This design comes from an exercise in tuning for small area, a short achievable clock period and few clock cycles per item on the open sky130 flow, not from production work.

==> build 21 <==
==> flow/design.v <==
module playfair_digraph_cipher_top (
  input  logic         clk,
  input  logic         rst_n,
  input  logic         cfg_we,
  input  logic [2:0]   cfg_index,
  input  logic [24:0]  cfg_data,
  input  logic         in_valid,
  output logic         in_ready,
  input  logic [4:0]   in_letter,
  input  logic         in_final,
  output logic         out_valid,
  input  logic         out_ready,
  output logic [4:0]   out_letter,
  output logic         out_letter_valid,
  output logic         out_eom,
  output logic         out_odd_error
);
  function automatic logic [4:0] fold_j(input logic [4:0] v);
    fold_j = (v == 5'd9) ? 5'd8 : v;
  endfunction
  function automatic logic [2:0] step_idx(input logic [2:0] i, input logic back);
    logic [2:0] res;
    if (back) begin
      res = (i == 3'd0) ? 3'd4 : i - 3'd1;
    end else begin
      res = (i == 3'd4) ? 3'd0 : i + 3'd1;
    end
    step_idx = res;
  endfunction
  logic         dec_r;
  logic [4:0]   fill_r;      
  logic [124:0] sq_r;        
  always_ff @(posedge clk) begin
    if (!rst_n || (cfg_we && cfg_index == 3'd0)) begin
      dec_r <= cfg_data[0] & rst_n;
    end
    for (int r = 0; r < 5; r++) begin
      if (!rst_n || (cfg_we && cfg_index == 3'(r + 1))) begin
        sq_r[r*25 +: 25] <= cfg_data & {25{rst_n}};
      end
    end
    if (!rst_n || (cfg_we && cfg_index == 3'd6)) begin
      fill_r <= rst_n ? fold_j(cfg_data[4:0]) : 5'd23;
    end
  end
  logic [1:0] fx_r;
  always_ff @(posedge clk) begin
    if (!rst_n) begin
      fx_r <= 2'd0;
    end else if (cfg_we) begin
      fx_r <= 2'd1;
    end else if (fx_r != 2'd0) begin
      fx_r <= fx_r + 2'd1;
    end
  end
  logic       a_v_r, s_v_r;
  logic [4:0] a_let_r, s_let_r;
  logic       a_fin_r, s_fin_r;
  logic       accept;
  logic       cons;          
  logic [4:0] in_fold;
  logic       in_ready_r;
  logic       s_v_nxt;
  assign in_ready = in_ready_r;
  assign accept   = in_valid && in_ready;
  assign in_fold  = fold_j(in_letter);
  logic [24:0] hit;
  logic [4:0]  rowhit;
  logic [2:0]  colidx [5];
  logic [2:0]  loc_r, loc_c;
  always_comb begin
    for (int i = 0; i < 25; i++) begin
      hit[i] = (sq_r[i*5 +: 5] == a_let_r);
    end
    for (int r = 0; r < 5; r++) begin
      rowhit[r] = |hit[r*5 +: 5];
      colidx[r] = 3'd0;
      for (int c = 4; c >= 0; c--) begin
        if (hit[r*5 + c]) colidx[r] = 3'(c);
      end
    end
    loc_r = 3'd0;
    for (int r = 4; r >= 0; r--) begin
      if (rowhit[r]) loc_r = 3'(r);
    end
    loc_c = colidx[0];
    for (int r = 4; r >= 0; r--) begin
      if (rowhit[r]) loc_c = colidx[r];
    end
  end
  logic       pend_v_r;
  logic [4:0] pend_let_r;
  logic [5:0] pend_pos_r;
  logic [5:0] fill_pos_r;
  logic       j_v_r;
  logic [5:0] j_p1_r, j_p2_r;
  logic       j_dec_r, j_mark_r, j_last_r, j_twice_r;
  logic       j_done;
  logic       need_job;
  logic       same;
  logic [5:0] nj_p1, nj_p2;
  logic       nj_mark, nj_twice;
  logic       pend_v_nxt;
  assign same     = (pend_let_r == a_let_r);
  assign need_job = a_fin_r || pend_v_r;
  assign cons     = a_v_r && (!need_job || !j_v_r || j_done);
  assign s_v_nxt = (!a_v_r || cons) ? 1'b0 : (s_v_r || accept);
  always_comb begin
    nj_p1      = pend_pos_r;
    nj_p2      = {loc_r, loc_c};
    nj_mark    = 1'b0;
    nj_twice   = 1'b0;
    pend_v_nxt = 1'b0;
    if (!pend_v_r) begin
      nj_p1 = {loc_r, loc_c};
      nj_p2 = fill_pos_r;
      if (!a_fin_r) pend_v_nxt = 1'b1;
      nj_mark = dec_r;
    end else if (!dec_r && same) begin
      nj_p2      = fill_pos_r;
      nj_twice   = a_fin_r;
      pend_v_nxt = !a_fin_r;
    end
  end
  always_ff @(posedge clk) begin
    if (!rst_n) begin
      a_v_r    <= 1'b0;
      s_v_r    <= 1'b0;
      in_ready_r <= 1'b1;
      pend_v_r <= 1'b0;
      fill_pos_r <= 6'd0;
    end else begin
      if (!a_v_r || cons) begin
        a_v_r <= s_v_r || accept;
      end
      s_v_r      <= s_v_nxt;
      in_ready_r <= !s_v_nxt && !cfg_we && (fx_r == 2'd0 || fx_r == 2'd3);
      if (cons) begin
        pend_v_r <= pend_v_nxt;
      end
      if (fx_r == 2'd2) begin
        fill_pos_r <= {loc_r, loc_c};
      end
    end
  end
  always_ff @(posedge clk) begin
    if (fx_r == 2'd1) begin
      a_let_r <= fill_r;
    end else if (fx_r == 2'd2) begin
      a_let_r <= pend_let_r;
    end else if (!a_v_r || cons) begin
      a_let_r <= s_v_r ? s_let_r : in_fold;
      a_fin_r <= s_v_r ? s_fin_r : in_final;
    end
    if (a_v_r && !cons && accept) begin
      s_let_r <= in_fold;
      s_fin_r <= in_final;
    end
    if (cons && !pend_v_r) begin
      pend_let_r <= a_let_r;
    end
    if ((cons && !pend_v_r) || fx_r == 2'd3) begin
      pend_pos_r <= {loc_r, loc_c};
    end
  end
  logic       adv;           
  logic [1:0] s_r;           
  logic       r_v_r, r_x_r, r_dec_r, r_mark_r, r_last_r;
  logic [2:0] r_row_r, r_col_r;
  logic       yp_v_r;        
  logic [4:0] yp_let_r;
  logic       yp_lv_r, yp_eom_r;
  logic       yk_r;          
  logic       o_v_r;
  logic [7:0] o_r;           
  assign adv    = !o_v_r || out_ready;
  assign j_done = j_v_r && adv && s_r[0] && (!j_twice_r || s_r[1]);
  logic       eqr, eqc, back;
  logic [2:0] r1, c1, r2, c2;
  logic [2:0] rd_r, rd_c;
  logic [24:0] row_sel;
  logic [4:0] rd_let;
  logic       keep;
  assign {r1, c1} = j_p1_r;
  assign {r2, c2} = j_p2_r;
  assign eqr      = (r1 == r2);
  assign eqc      = (c1 == c2);
  assign back     = j_dec_r;
  always_comb begin
    if (!s_r[0]) begin
      rd_r = (!eqr && eqc) ? step_idx(r2, back) : r2;
      rd_c = eqr ? step_idx(c2, back) : (eqc ? c2 : c1);
    end else begin
      rd_r = (!eqr && eqc) ? step_idx(r1, back) : r1;
      rd_c = eqr ? step_idx(c1, back) : (eqc ? c1 : c2);
    end
  end
  always_comb begin
    case (r_row_r)
      3'd0:    row_sel = sq_r[24:0];
      3'd1:    row_sel = sq_r[49:25];
      3'd2:    row_sel = sq_r[74:50];
      3'd3:    row_sel = sq_r[99:75];
      default: row_sel = sq_r[124:100];
    endcase
    case (r_col_r)
      3'd0:    rd_let = row_sel[4:0];
      3'd1:    rd_let = row_sel[9:5];
      3'd2:    rd_let = row_sel[14:10];
      3'd3:    rd_let = row_sel[19:15];
      default: rd_let = row_sel[24:20];
    endcase
  end
  assign keep = (rd_let != fill_r);
  always_ff @(posedge clk) begin
    if (!rst_n) begin
      j_v_r  <= 1'b0;
      s_r    <= 2'd0;
      r_v_r  <= 1'b0;
      yp_v_r <= 1'b0;
      o_v_r  <= 1'b0;
    end else begin
      if (cons && need_job) begin
        j_v_r <= 1'b1;
      end else if (j_done) begin
        j_v_r <= 1'b0;
      end
      if (adv) begin
        if (j_v_r) begin
          s_r <= j_done ? 2'd0 : s_r + 2'd1;
        end
        r_v_r <= j_v_r;
        if (!r_v_r || !r_x_r) begin
          o_v_r  <= yp_v_r;
          yp_v_r <= 1'b0;
        end else if (r_mark_r) begin
          o_v_r  <= 1'b1;
          yp_v_r <= 1'b0;
        end else begin
          o_v_r  <= !r_dec_r || keep;
          yp_v_r <= !r_dec_r || yk_r || (r_last_r && !keep);
        end
      end
    end
  end
  always_ff @(posedge clk) begin
    if (cons && need_job) begin
      j_p1_r    <= nj_p1;
      j_p2_r    <= nj_p2;
      j_dec_r   <= dec_r;
      j_mark_r  <= nj_mark;
      j_last_r  <= a_fin_r;
      j_twice_r <= nj_twice;
    end
    if (adv) begin
      r_x_r    <= s_r[0];
      r_row_r  <= rd_r;
      r_col_r  <= rd_c;
      r_dec_r  <= j_dec_r;
      r_mark_r <= j_mark_r;
      r_last_r <= j_last_r && (!j_twice_r || s_r[1]);
      if (!r_v_r || !r_x_r) begin
        o_r <= {yp_let_r, yp_lv_r, yp_eom_r, 1'b0};
        if (r_v_r) begin
          yp_let_r <= rd_let;
          yk_r     <= keep;
        end
      end else if (r_mark_r) begin
        o_r <= 8'b00000_0_1_1;
      end else begin
        o_r <= {rd_let, 1'b1, r_last_r && r_dec_r && !yk_r, 1'b0};
        if (!r_dec_r || yk_r) begin
          yp_lv_r  <= 1'b1;
          yp_eom_r <= r_last_r;
        end else begin
          yp_let_r <= 5'd0;
          yp_lv_r  <= 1'b0;
          yp_eom_r <= 1'b1;
        end
      end
    end
  end
  assign out_valid        = o_v_r;
  assign out_letter       = o_r[7:3];
  assign out_letter_valid = o_r[2];
  assign out_eom          = o_r[1];
  assign out_odd_error    = o_r[0];
endmodule
==> flow/run.sh <==
#!/bin/bash
# synth_recipe.tcl (not shown) runs the flow's synth.tcl, then flattens the netlist and writes it again
# the make line also repeats each setting of config.mk as NAME=value (left out here)
make -C /OpenROAD-flow-scripts/flow DESIGN_CONFIG=/design/flow/config.mk WORK_HOME=/design/flow/orfs CLKGATE_MAP_FILE= SYNTH_SCRIPT=/design/flow/synth_recipe.tcl finish
==> flow/config.mk <==
export PLATFORM = sky130hd
export DESIGN_NAME = playfair_digraph_cipher_top
export DESIGN_NICKNAME = playfair_digraph_cipher_top
export VERILOG_FILES = /design/flow/design.v
export SDC_FILE = /design/flow/constraint.sdc
export NUM_CORES = 4
export LEC_CHECK = 0
export ABC_AREA = 1
export CAP_MARGIN = 20
export CORE_MARGIN = 2
export CORE_UTILIZATION = 50
export PLACE_DENSITY = 0.7
export SETUP_SLACK_MARGIN = 4.3
export SLEW_MARGIN = 20
==> flow/constraint.sdc <==
create_clock -name core_clock -period 7.0 [get_ports {clk}]
set_input_delay 1.4000 -clock core_clock [delete_from_list [all_inputs] [get_ports {clk}]]
set_output_delay 1.4000 -clock core_clock [all_outputs]
set_load 0.01 [all_outputs]
==> build 45 (differences from build 21) <==
--- a/flow/design.v
+++ b/flow/design.v
@@ -61,5 +61,3 @@
   logic [4:0] in_fold;
-  logic       in_ready_r;
-  logic       s_v_nxt;
-  assign in_ready = in_ready_r;
+  assign in_ready = !s_v_r && (fx_r == 2'd0);
   assign accept   = in_valid && in_ready;
@@ -106,3 +104,2 @@
   assign cons     = a_v_r && (!need_job || !j_v_r || j_done);
-  assign s_v_nxt = (!a_v_r || cons) ? 1'b0 : (s_v_r || accept);
   always_comb begin
@@ -128,3 +125,2 @@
       s_v_r    <= 1'b0;
-      in_ready_r <= 1'b1;
       pend_v_r <= 1'b0;
@@ -134,5 +130,6 @@
         a_v_r <= s_v_r || accept;
-      end
-      s_v_r      <= s_v_nxt;
-      in_ready_r <= !s_v_nxt && !cfg_we && (fx_r == 2'd0 || fx_r == 2'd3);
+        s_v_r <= 1'b0;
+      end else if (accept) begin
+        s_v_r <= 1'b1;
+      end
       if (cons) begin
@@ -167,4 +164,2 @@
   logic [1:0] s_r;           
-  logic       r_v_r, r_x_r, r_dec_r, r_mark_r, r_last_r;
-  logic [2:0] r_row_r, r_col_r;
   logic       yp_v_r;        
@@ -183,2 +178,3 @@
   logic       keep;
+  logic       eff_last;
   assign {r1, c1} = j_p1_r;
@@ -188,2 +184,3 @@
   assign back     = j_dec_r;
+  assign eff_last = j_last_r && (!j_twice_r || s_r[1]);
   always_comb begin
@@ -196,5 +193,3 @@
     end
-  end
-  always_comb begin
-    case (r_row_r)
+    case (rd_r)
       3'd0:    row_sel = sq_r[24:0];
@@ -205,3 +200,3 @@
     endcase
-    case (r_col_r)
+    case (rd_c)
       3'd0:    rd_let = row_sel[4:0];
@@ -218,3 +213,2 @@
       s_r    <= 2'd0;
-      r_v_r  <= 1'b0;
       yp_v_r <= 1'b0;
@@ -231,7 +225,6 @@
         end
-        r_v_r <= j_v_r;
-        if (!r_v_r || !r_x_r) begin
+        if (!j_v_r || !s_r[0]) begin
           o_v_r  <= yp_v_r;
           yp_v_r <= 1'b0;
-        end else if (r_mark_r) begin
+        end else if (j_mark_r) begin
           o_v_r  <= 1'b1;
@@ -239,4 +232,4 @@
         end else begin
-          o_v_r  <= !r_dec_r || keep;
-          yp_v_r <= !r_dec_r || yk_r || (r_last_r && !keep);
+          o_v_r  <= !j_dec_r || keep;
+          yp_v_r <= !j_dec_r || yk_r || (eff_last && !keep);
         end
@@ -255,11 +248,5 @@
     if (adv) begin
-      r_x_r    <= s_r[0];
-      r_row_r  <= rd_r;
-      r_col_r  <= rd_c;
-      r_dec_r  <= j_dec_r;
-      r_mark_r <= j_mark_r;
-      r_last_r <= j_last_r && (!j_twice_r || s_r[1]);
-      if (!r_v_r || !r_x_r) begin
+      if (!j_v_r || !s_r[0]) begin
         o_r <= {yp_let_r, yp_lv_r, yp_eom_r, 1'b0};
-        if (r_v_r) begin
+        if (j_v_r) begin
           yp_let_r <= rd_let;
@@ -267,9 +254,9 @@
         end
-      end else if (r_mark_r) begin
+      end else if (j_mark_r) begin
         o_r <= 8'b00000_0_1_1;
       end else begin
-        o_r <= {rd_let, 1'b1, r_last_r && r_dec_r && !yk_r, 1'b0};
-        if (!r_dec_r || yk_r) begin
+        o_r <= {rd_let, 1'b1, eff_last && j_dec_r && !yk_r, 1'b0};
+        if (!j_dec_r || yk_r) begin
           yp_lv_r  <= 1'b1;
-          yp_eom_r <= r_last_r;
+          yp_eom_r <= eff_last;
         end else begin
- ABC_AREA: 1 -> not set
- SETUP_SLACK_MARGIN: 4.3 -> 3.5
==> metrics.csv <==
stage,metric,value,unit
yosys,Mean Syn Cell Area,11.8,um^2
finish,P&R area growth vs syn,22.9,%
yosys,register area share after synthesis,53.0,%
worst_setup_path,crit path from,j_dec_r$_DFFE_PP_,
yosys,Synth Area in Simple Gates,12.9,%
status,outcome,no timing/DRC/antenna violations,
That was build 45.
==> metrics.csv <==
stage,metric,value,unit
status,outcome,no timing/DRC/antenna violations,
yosys,register area share after synthesis,54.2,%
finish,P&R area growth vs syn,17.6,%
yosys,Mean Syn Cell Area,9.47,um^2
worst_setup_path,crit path from,out_ready,
That was build 21.
Function was not checked in any run of this note: the RTL went through the layout flow alone.

-- re-timing with driven ports --
The results above use ideal ports. As a check the final layouts listed here were re-extracted and re-timed, cells and wires unchanged. Step 1: set_driving_cell puts a clkbuf_16 on clk and a buf_2 on each other input, an assumption about the parent block. Step 2 moves the port delays by t, midway between the first and last clock arrival at a register: inputs arrive t later, outputs are due t later. That takes back most of the time a late clock gives input paths. Three values: no drivers, after step 1, after step 2; two values: the first two.
run | t, ns | setup slack, ns | worst data-port slew with drivers (ns)
build 21 | 0.564 | 4.349 / 4.371 / 3.807 | 0.05
build 45 | 0.545 | 3.337 / 3.337 / 3.085 | 0.04
After both steps every run listed still meets setup and hold. The setup slack of build 21, which loses most, moves by +0.022 ns with the drivers and by -0.542 ns with both steps.
